Background: an optimization exercise with open tools, aiming at small area, a short achievable clock period and few clock cycles. Do not read the settings as production practice.
Function was checked by simulation only, so behaviour that the tests miss may differ from the original.

==> v34 <==
## segmax_stream
module segmax_stream
#(
   parameter int DATA_W = segmax_pkg::DATA_W_DEF,
   parameter int LANES  = 8,
   parameter int CNT_W  = 16
) (
   input  logic                    clk,
   input  logic                    rst,
   input  logic [1:0]              seg_mode,
   input  logic                    in_valid,
   output logic                    in_ready,
   input  logic [LANES*DATA_W-1:0] in_data,
   input  logic                    in_last,
   output logic                    out_valid,
   input  logic                    out_ready,
   output logic [LANES*DATA_W-1:0] out_max,
   output logic [CNT_W-1:0]        out_beats
);
   logic                  in_row_q, out_valid_q, stall, accept, first;
   logic                  m2_q, m4_q, m2, m4;         
   logic                  v1_q, first1_q, last1_q, one1_q, m4_1_q;
   logic [DATA_W-1:0]     lane  [8];
   logic [DATA_W-1:0]     p     [4];
   logic [DATA_W-1:0]     q     [2];
  ...
==> module segmax_tree, before the edit <==
module segmax_tree
#(
   parameter int DATA_W = segmax_pkg::DATA_W_DEF
) (
   input  logic [DATA_W-1:0] a_i,
   input  logic [DATA_W-1:0] b_i,
   output logic [DATA_W-1:0] max_o
);
   assign max_o = ($signed(a_i) > $signed(b_i)) ? a_i : b_i;
endmodule
==> module segmax_stream, before the edit <==
module segmax_stream
#(
   parameter int DATA_W = segmax_pkg::DATA_W_DEF,
   parameter int LANES  = 8,
   parameter int CNT_W  = 16
) (
   input  logic                    clk,
   input  logic                    rst,
   input  logic [1:0]              seg_mode,
   input  logic                    in_valid,
   output logic                    in_ready,
   input  logic [LANES*DATA_W-1:0] in_data,
   input  logic                    in_last,
   output logic                    out_valid,
   input  logic                    out_ready,
   output logic [LANES*DATA_W-1:0] out_max,
   output logic [CNT_W-1:0]        out_beats
);
   logic                  in_row_q, out_valid_q, stall, accept, first;
   logic                  m2_q, m4_q, m2, m4;         
   logic                  v1_q, first1_q, last1_q, one1_q, m4_1_q;
   logic [DATA_W-1:0]     lane  [8];
   logic [DATA_W-1:0]     p     [4];
   logic [DATA_W-1:0]     q     [2];
   logic [DATA_W-1:0]     r_q   [4];
   logic [DATA_W-1:0]     all_max;
   logic [DATA_W-1:0]     seg   [4];
   logic [DATA_W-1:0]     upd   [4];
   logic [DATA_W-1:0]     acc_q [4];
   logic [CNT_W-1:0]      cnt_q;
   assign stall     = out_valid_q && !out_ready;
   assign in_ready  = !stall;
   assign accept    = in_valid && !stall;
   assign first     = !in_row_q;
   assign m2        = first ? (seg_mode == 2'd1) : m2_q;
   assign m4        = first ? (seg_mode == 2'd2) : m4_q;
   for (genvar i = 0; i < 8; i++) begin : g_lane
      assign lane[i] = in_data[i*DATA_W +: DATA_W];
   end
   for (genvar i = 0; i < 4; i++) begin : g_p
      segmax_tree #(.DATA_W(DATA_W)) u_p (.a_i(lane[2*i]), .b_i(lane[2*i+1]), .max_o(p[i]));
   end
   for (genvar i = 0; i < 2; i++) begin : g_q
      segmax_tree #(.DATA_W(DATA_W)) u_q (.a_i(p[2*i]), .b_i(p[2*i+1]), .max_o(q[i]));
   end
   always_ff @(posedge clk) begin
      if (!stall) begin
         first1_q <= first;
         last1_q  <= in_last;
         one1_q   <= !m2 && !m4;
         m4_1_q   <= m4;
         r_q[0]   <= m4 ? p[0] : q[0];
         r_q[1]   <= m4 ? p[1] : q[1];
         r_q[2]   <= m4 ? p[2] : '0;
         r_q[3]   <= m4 ? p[3] : '0;
         if (accept && first) begin
            m2_q <= m2;
            m4_q <= m4;
         end
      end
   end
   segmax_tree #(.DATA_W(DATA_W)) u_all (.a_i(r_q[0]), .b_i(r_q[1]), .max_o(all_max));
   assign seg[0] = one1_q ? all_max : r_q[0];
   assign seg[1] = one1_q ? '0      : r_q[1];
   assign seg[2] = r_q[2];
   assign seg[3] = r_q[3];
   for (genvar k = 0; k < 4; k++) begin : g_acc
      segmax_tree #(.DATA_W(DATA_W)) u_acc (.a_i(acc_q[k]), .b_i(seg[k]), .max_o(upd[k]));
      always_ff @(posedge clk) begin
         if (v1_q && !stall) acc_q[k] <= first1_q ? seg[k] : upd[k];
      end
      assign out_max[k*DATA_W +: DATA_W] = acc_q[k];
   end
   assign out_max[LANES*DATA_W-1:4*DATA_W] = '0;
   assign out_valid = out_valid_q;
   assign out_beats = cnt_q;
   always_ff @(posedge clk) begin
      if (v1_q && !stall) begin
         if (first1_q)          cnt_q <= CNT_W'(1);
         else if (!(&cnt_q))    cnt_q <= cnt_q + 1'b1;
      end
   end
   always_ff @(posedge clk) begin
      if (rst) begin
         in_row_q    <= 1'b0;
         v1_q        <= 1'b0;
         out_valid_q <= 1'b0;
      end else if (!stall) begin
         if (accept) in_row_q <= !in_last;
         v1_q        <= accept;
         out_valid_q <= v1_q && last1_q;
      end
   end
endmodule
export LEC_CHECK = 0
export CAP_MARGIN = 20
export CORE_MARGIN = 2
export CORE_UTILIZATION = 40
export SLEW_MARGIN = 20
create_clock -name core_clock -period 10.0 [get_ports {clk}]
run.sh (not shown) runs the stock make flow with config.mk's settings and CLKGATE_MAP_FILE= SYNTH_SCRIPT=/design/flow/synth_recipe.tcl, a recipe that flattens the netlist after the stock synthesis.
==> v25: changes against v34 <==
==> flow/design.v (replaced) <==
package segmax_pkg;
   localparam int DATA_W_DEF = 32;
endpackage
module segmax_gt
#(
   parameter int DATA_W = segmax_pkg::DATA_W_DEF
) (
   input  logic [DATA_W-1:0] a_i,
   input  logic [DATA_W-1:0] b_i,
   output logic              gt_o
);
   localparam int LV = (DATA_W <= 2) ? 1 : (DATA_W <= 4) ? 2 : (DATA_W <= 8) ? 3 :
                       (DATA_W <= 16) ? 4 : (DATA_W <= 32) ? 5 : 6;
   logic [DATA_W-1:0] g [LV+1];
   logic [DATA_W-1:0] p [LV+1];
   for (genvar i = 0; i < DATA_W; i++) begin : g_bit
      if (i == DATA_W-1) begin : g_sign
         assign g[0][i] = !a_i[i] && b_i[i];
         assign p[0][i] = !a_i[i] || b_i[i];
      end else begin : g_mag
         assign g[0][i] = a_i[i] && !b_i[i];
         assign p[0][i] = a_i[i] || !b_i[i];
      end
   end
   for (genvar l = 0; l < LV; l++) begin : g_lvl
      localparam int N = DATA_W >> (l + 1);
      for (genvar j = 0; j < N; j++) begin : g_node
         assign g[l+1][j] = g[l][2*j+1] || (p[l][2*j+1] && g[l][2*j]);
         assign p[l+1][j] = p[l][2*j+1] && p[l][2*j];
      end
      for (genvar j = N; j < DATA_W; j++) begin : g_pad
         assign g[l+1][j] = 1'b0;
         assign p[l+1][j] = 1'b0;
      end
   end
   assign gt_o = g[LV][0];
endmodule
module segmax_tree
#(
   parameter int DATA_W = segmax_pkg::DATA_W_DEF
) (
   input  logic [DATA_W-1:0] a_i,
   input  logic [DATA_W-1:0] b_i,
   output logic [DATA_W-1:0] max_o
);
   logic gt;
   segmax_gt #(.DATA_W(DATA_W)) u_gt (.a_i(a_i), .b_i(b_i), .gt_o(gt));
   assign max_o = gt ? a_i : b_i;
endmodule
module segmax_stream
#(
   parameter int DATA_W = segmax_pkg::DATA_W_DEF,
   parameter int LANES  = 8,
   parameter int CNT_W  = 16
) (
   input  logic                    clk,
   input  logic                    rst,
   input  logic [1:0]              seg_mode,
   input  logic                    in_valid,
   output logic                    in_ready,
   input  logic [LANES*DATA_W-1:0] in_data,
   input  logic                    in_last,
   output logic                    out_valid,
   input  logic                    out_ready,
   output logic [LANES*DATA_W-1:0] out_max,
   output logic [CNT_W-1:0]        out_beats
);
   logic                  in_row_q, out_valid_q, stall, accept, first;
   logic                  m2_q, m4_q, m2, m4;         
   logic                  v1_q, first1_q, last1_q, m2_1_q, m4_1_q;
   logic                  v2_q, first2_q, last2_q, one2_q;
   logic [DATA_W-1:0]     lane  [8];
   logic [DATA_W-1:0]     p     [4];
   logic [DATA_W-1:0]     p_q   [4];
   logic [DATA_W-1:0]     q     [2];
   logic [DATA_W-1:0]     r_q   [4];
   logic [DATA_W-1:0]     acc_q [4];
   logic [CNT_W-1:0]      cnt_q;
   logic                  r0_gt_r1, r0_gt_a0, r1_gt_a0, r1_gt_a1, r2_gt_a2, r3_gt_a3;
   logic                  take0_r0, take0_r1, take1, take2, take3, upd;
   assign stall     = out_valid_q && !out_ready;
   assign in_ready  = !stall;
   assign accept    = in_valid && !stall;
   assign first     = !in_row_q;
   assign m2        = first ? (seg_mode == 2'd1) : m2_q;
   assign m4        = first ? (seg_mode == 2'd2) : m4_q;
   for (genvar i = 0; i < 8; i++) begin : g_lane
      assign lane[i] = in_data[i*DATA_W +: DATA_W];
   end
   for (genvar i = 0; i < 4; i++) begin : g_p
      segmax_tree #(.DATA_W(DATA_W)) u_p (.a_i(lane[2*i]), .b_i(lane[2*i+1]), .max_o(p[i]));
   end
   always_ff @(posedge clk) begin
      if (!stall) begin
         first1_q <= first;
         last1_q  <= in_last;
         m2_1_q   <= m2;
         m4_1_q   <= m4;
         for (int i = 0; i < 4; i++) p_q[i] <= p[i];
         if (accept && first) begin
            m2_q <= m2;
            m4_q <= m4;
         end
      end
   end
   for (genvar i = 0; i < 2; i++) begin : g_q
      segmax_tree #(.DATA_W(DATA_W)) u_q (.a_i(p_q[2*i]), .b_i(p_q[2*i+1]), .max_o(q[i]));
   end
   always_ff @(posedge clk) begin
      if (!stall) begin
         first2_q <= first1_q;
         last2_q  <= last1_q;
         one2_q   <= !m2_1_q && !m4_1_q;
         r_q[0]   <= m4_1_q ? p_q[0] : q[0];
         r_q[1]   <= m4_1_q ? p_q[1] : q[1];
         r_q[2]   <= m4_1_q ? p_q[2] : '0;
         r_q[3]   <= m4_1_q ? p_q[3] : '0;
      end
   end
   segmax_gt #(.DATA_W(DATA_W)) u_r0_gt_r1 (.a_i(r_q[0]), .b_i(r_q[1]), .gt_o(r0_gt_r1));
   segmax_gt #(.DATA_W(DATA_W)) u_r0_gt_a0 (.a_i(r_q[0]), .b_i(acc_q[0]), .gt_o(r0_gt_a0));
   segmax_gt #(.DATA_W(DATA_W)) u_r1_gt_a0 (.a_i(r_q[1]), .b_i(acc_q[0]), .gt_o(r1_gt_a0));
   segmax_gt #(.DATA_W(DATA_W)) u_r1_gt_a1 (.a_i(r_q[1]), .b_i(acc_q[1]), .gt_o(r1_gt_a1));
   segmax_gt #(.DATA_W(DATA_W)) u_r2_gt_a2 (.a_i(r_q[2]), .b_i(acc_q[2]), .gt_o(r2_gt_a2));
   segmax_gt #(.DATA_W(DATA_W)) u_r3_gt_a3 (.a_i(r_q[3]), .b_i(acc_q[3]), .gt_o(r3_gt_a3));
   assign upd      = v2_q && !stall;
   assign take0_r1 = one2_q && !r0_gt_r1 && (first2_q || r1_gt_a0);
   assign take0_r0 = !take0_r1 && (first2_q || r0_gt_a0);
   assign take1    = !one2_q && (first2_q || r1_gt_a1);
   assign take2    = first2_q || r2_gt_a2;
   assign take3    = first2_q || r3_gt_a3;
   always_ff @(posedge clk) begin
      if (upd) begin
         if (take0_r0)      acc_q[0] <= r_q[0];
         else if (take0_r1) acc_q[0] <= r_q[1];
         if (first2_q && one2_q) acc_q[1] <= '0;
         else if (take1)         acc_q[1] <= r_q[1];
         if (take2) acc_q[2] <= r_q[2];
         if (take3) acc_q[3] <= r_q[3];
         if (first2_q)          cnt_q <= CNT_W'(1);
         else if (!(&cnt_q))    cnt_q <= cnt_q + 1'b1;
      end
   end
   for (genvar k = 0; k < 4; k++) begin : g_out
      assign out_max[k*DATA_W +: DATA_W] = acc_q[k];
   end
   assign out_max[LANES*DATA_W-1:4*DATA_W] = '0;
   assign out_valid = out_valid_q;
   assign out_beats = cnt_q;
   always_ff @(posedge clk) begin
      if (rst) begin
         in_row_q    <= 1'b0;
         v1_q        <= 1'b0;
         v2_q        <= 1'b0;
         out_valid_q <= 1'b0;
      end else if (!stall) begin
         if (accept) in_row_q <= !in_last;
         v1_q        <= accept;
         v2_q        <= v1_q;
         out_valid_q <= v2_q && last2_q;
      end
   end
endmodule
- ABC_AREA: default -> 1
- CORE_UTILIZATION: 40 -> 60
- SETUP_SLACK_MARGIN: default -> 5
==> v36: changes against v34 <==
==> flow/design.v (replaced) <==
package segmax_pkg;
   localparam int DATA_W_DEF = 32;
endpackage
module segmax_tree
#(
   parameter int DATA_W = segmax_pkg::DATA_W_DEF
) (
   input  logic [DATA_W-1:0] a_i,
   input  logic [DATA_W-1:0] b_i,
   output logic [DATA_W-1:0] max_o
);
   assign max_o = ($signed(a_i) > $signed(b_i)) ? a_i : b_i;
endmodule
module segmax_stream
#(
   parameter int DATA_W = segmax_pkg::DATA_W_DEF,
   parameter int LANES  = 8,
   parameter int CNT_W  = 16
) (
   input  logic                    clk,
   input  logic                    rst,
   input  logic [1:0]              seg_mode,
   input  logic                    in_valid,
   output logic                    in_ready,
   input  logic [LANES*DATA_W-1:0] in_data,
   input  logic                    in_last,
   output logic                    out_valid,
   input  logic                    out_ready,
   output logic [LANES*DATA_W-1:0] out_max,
   output logic [CNT_W-1:0]        out_beats
);
   logic                  in_row_q, out_valid_q;
   logic                  m2_q, m4_q, m2, m4;    
   logic [DATA_W-1:0]     acc_q [4];
   logic [DATA_W-1:0]     seg   [4];
   logic [DATA_W-1:0]     upd   [4];
   logic [DATA_W-1:0]     lane  [8];
   logic [DATA_W-1:0]     p     [4];
   logic [DATA_W-1:0]     q     [2];
   logic [DATA_W-1:0]     all_max;
   logic [CNT_W-1:0]      cnt_q;
   logic                  accept, first;
   assign first     = !in_row_q;
   assign in_ready  = !out_valid_q || out_ready;
   assign accept    = in_valid && in_ready;
   assign m2        = first ? (seg_mode == 2'd1) : m2_q;
   assign m4        = first ? (seg_mode == 2'd2) : m4_q;
   for (genvar i = 0; i < 8; i++) begin : g_lane
      assign lane[i] = in_data[i*DATA_W +: DATA_W];
   end
   for (genvar i = 0; i < 4; i++) begin : g_p
      segmax_tree #(.DATA_W(DATA_W)) u_p (.a_i(lane[2*i]), .b_i(lane[2*i+1]), .max_o(p[i]));
   end
   for (genvar i = 0; i < 2; i++) begin : g_q
      segmax_tree #(.DATA_W(DATA_W)) u_q (.a_i(p[2*i]), .b_i(p[2*i+1]), .max_o(q[i]));
   end
   segmax_tree #(.DATA_W(DATA_W)) u_all (.a_i(q[0]), .b_i(q[1]), .max_o(all_max));
   assign seg[0] = m4 ? p[0] : m2 ? q[0] : all_max;
   assign seg[1] = m4 ? p[1] : m2 ? q[1] : '0;
   assign seg[2] = m4 ? p[2] : '0;
   assign seg[3] = m4 ? p[3] : '0;
   for (genvar k = 0; k < 4; k++) begin : g_acc
      segmax_tree #(.DATA_W(DATA_W)) u_acc (.a_i(acc_q[k]), .b_i(seg[k]), .max_o(upd[k]));
      always_ff @(posedge clk) begin
         if (accept) acc_q[k] <= first ? seg[k] : upd[k];
      end
      assign out_max[k*DATA_W +: DATA_W] = acc_q[k];
   end
   assign out_max[LANES*DATA_W-1:4*DATA_W] = '0;
   assign out_valid = out_valid_q;
   assign out_beats = cnt_q;
   always_ff @(posedge clk) begin
      if (accept) begin
         if (first) begin
            m2_q  <= m2;
            m4_q  <= m4;
            cnt_q <= CNT_W'(1);
         end else if (!(&cnt_q)) begin
            cnt_q <= cnt_q + 1'b1;
         end
      end
   end
   always_ff @(posedge clk) begin
      if (rst) begin
         in_row_q    <= 1'b0;
         out_valid_q <= 1'b0;
      end else begin
         if (accept) in_row_q <= !in_last;
         if (accept && in_last) out_valid_q <= 1'b1;
         else if (out_ready)    out_valid_q <= 1'b0;
      end
   end
endmodule
==> flow_summary.ini <==
[run_status]
status = no timing/DRC/antenna violations

[cts]
clock_tree.buffer_depth = 3

[cells_and_area]
drive_gt1_frac = 0.0389
postLayoutCoreUtil = 0.743
area.sequential_mm2 = 0.0124

[worst_setup_path]
worstSetupStartpoint = out_ready

[routing]
route.met3.wl_um = 8390
initialDrtViolationCount = 3061

[synthesis]
synthAdderAreaFrac = 0.000500
synth-seq-area-share = 0.494
The numbers above come from v25.

==> flow_summary.ini <==
[floorplanning]
die_w_um = 239

[cells_and_area]
area.sequential_mm2 = 0.00838
postLayoutCoreUtil = 0.506
drive_gt1_frac = 0.0585

[routing]
initialDrtViolationCount = 1329
route.met3.wl_um = 5950

[worst_setup_path]
endpoint = r_q[1][20]
worstSetupStartpoint = in_data[239]
reg2reg_slack_ns = 3.64

[synthesis]
synth-seq-area-share = 0.379
synthAdderAreaFrac = 0.200

[cts]
clk_latency_ns = 0.54
clock_tree.buffer_depth = 3

[pwr]
p_clk_uw = 1160

[min_path]
min_to = acc_q[2][17]

[run_status]
status = no timing/DRC/antenna violations
The numbers above come from v34.

==> flow_summary.ini <==
[cells_and_area]
drive_gt1_frac = 0.337
postLayoutCoreUtil = 0.681
area.sequential_mm2 = 0.00442
largest-register = acc_q

[run_status]
check-failures = negative setup slack
status = failed layout checks

[routing]
route.met3.wl_um = 3510

[synthesis]
synth-seq-area-share = 0.238

[cts]
clock_tree.buffer_depth = 2

[worst_setup_path]
worstSetupStartpoint = in_data[6]

[sta]
setup_viol = 32
worst_slack_ns = -2.12
The numbers above come from v36.

Testbench counts of v34, summed over its fixed seeds: cycles 21,117.
Testbench counts of v25, summed over its fixed seeds: cycles 21,125.
Testbench counts of v36, summed over its fixed seeds: cycles 21,109.

[separate check: timing with driven ports]
No port has a modelled driver above. Below, the same layouts with a new extraction and two added sets of constraints.
Step 1 (the two cells are an assumption about what drives the block):
set clk [get_ports {clk}]
set_driving_cell -lib_cell sky130_fd_sc_hd__clkbuf_16 $clk
set_driving_cell -lib_cell sky130_fd_sc_hd__buf_2 [delete_from_list [all_inputs] $clk]
Step 2 moves the port delays by t, midway between the first and last clock arrival at a register: inputs arrive t later, outputs are due t later. That takes back most of the time a late clock gives input paths.
a / b / c = ideal ports / drivers / drivers and shift; a / b = the first two.
| run | shift t [ns] | setup WS [ns] | worst hold slack (ns) | worst setup path after step 2 | clock arrival spread, ns |
|---|---|---|---|---|---|
| v34 | 0.593 | 1.733 / 1.757 / 1.164 | 0.442 / 0.442 / 0.442 | input to register | 0.016 / 0.016 |
| v25 | 0.633 | 5.074 / 5.047 / 4.660 | 0.427 / 0.427 / 0.427 | input to register | 0.030 / 0.030 |
| v36 | 0.519 | -2.120 / -2.087 / -2.606 | 0.539 / 0.539 / 0.539 | input to register | 0.014 / 0.014 |
For v34, which loses most, drivers alone change the setup slack by +0.024 ns; drivers and shift together by -0.569 ns.
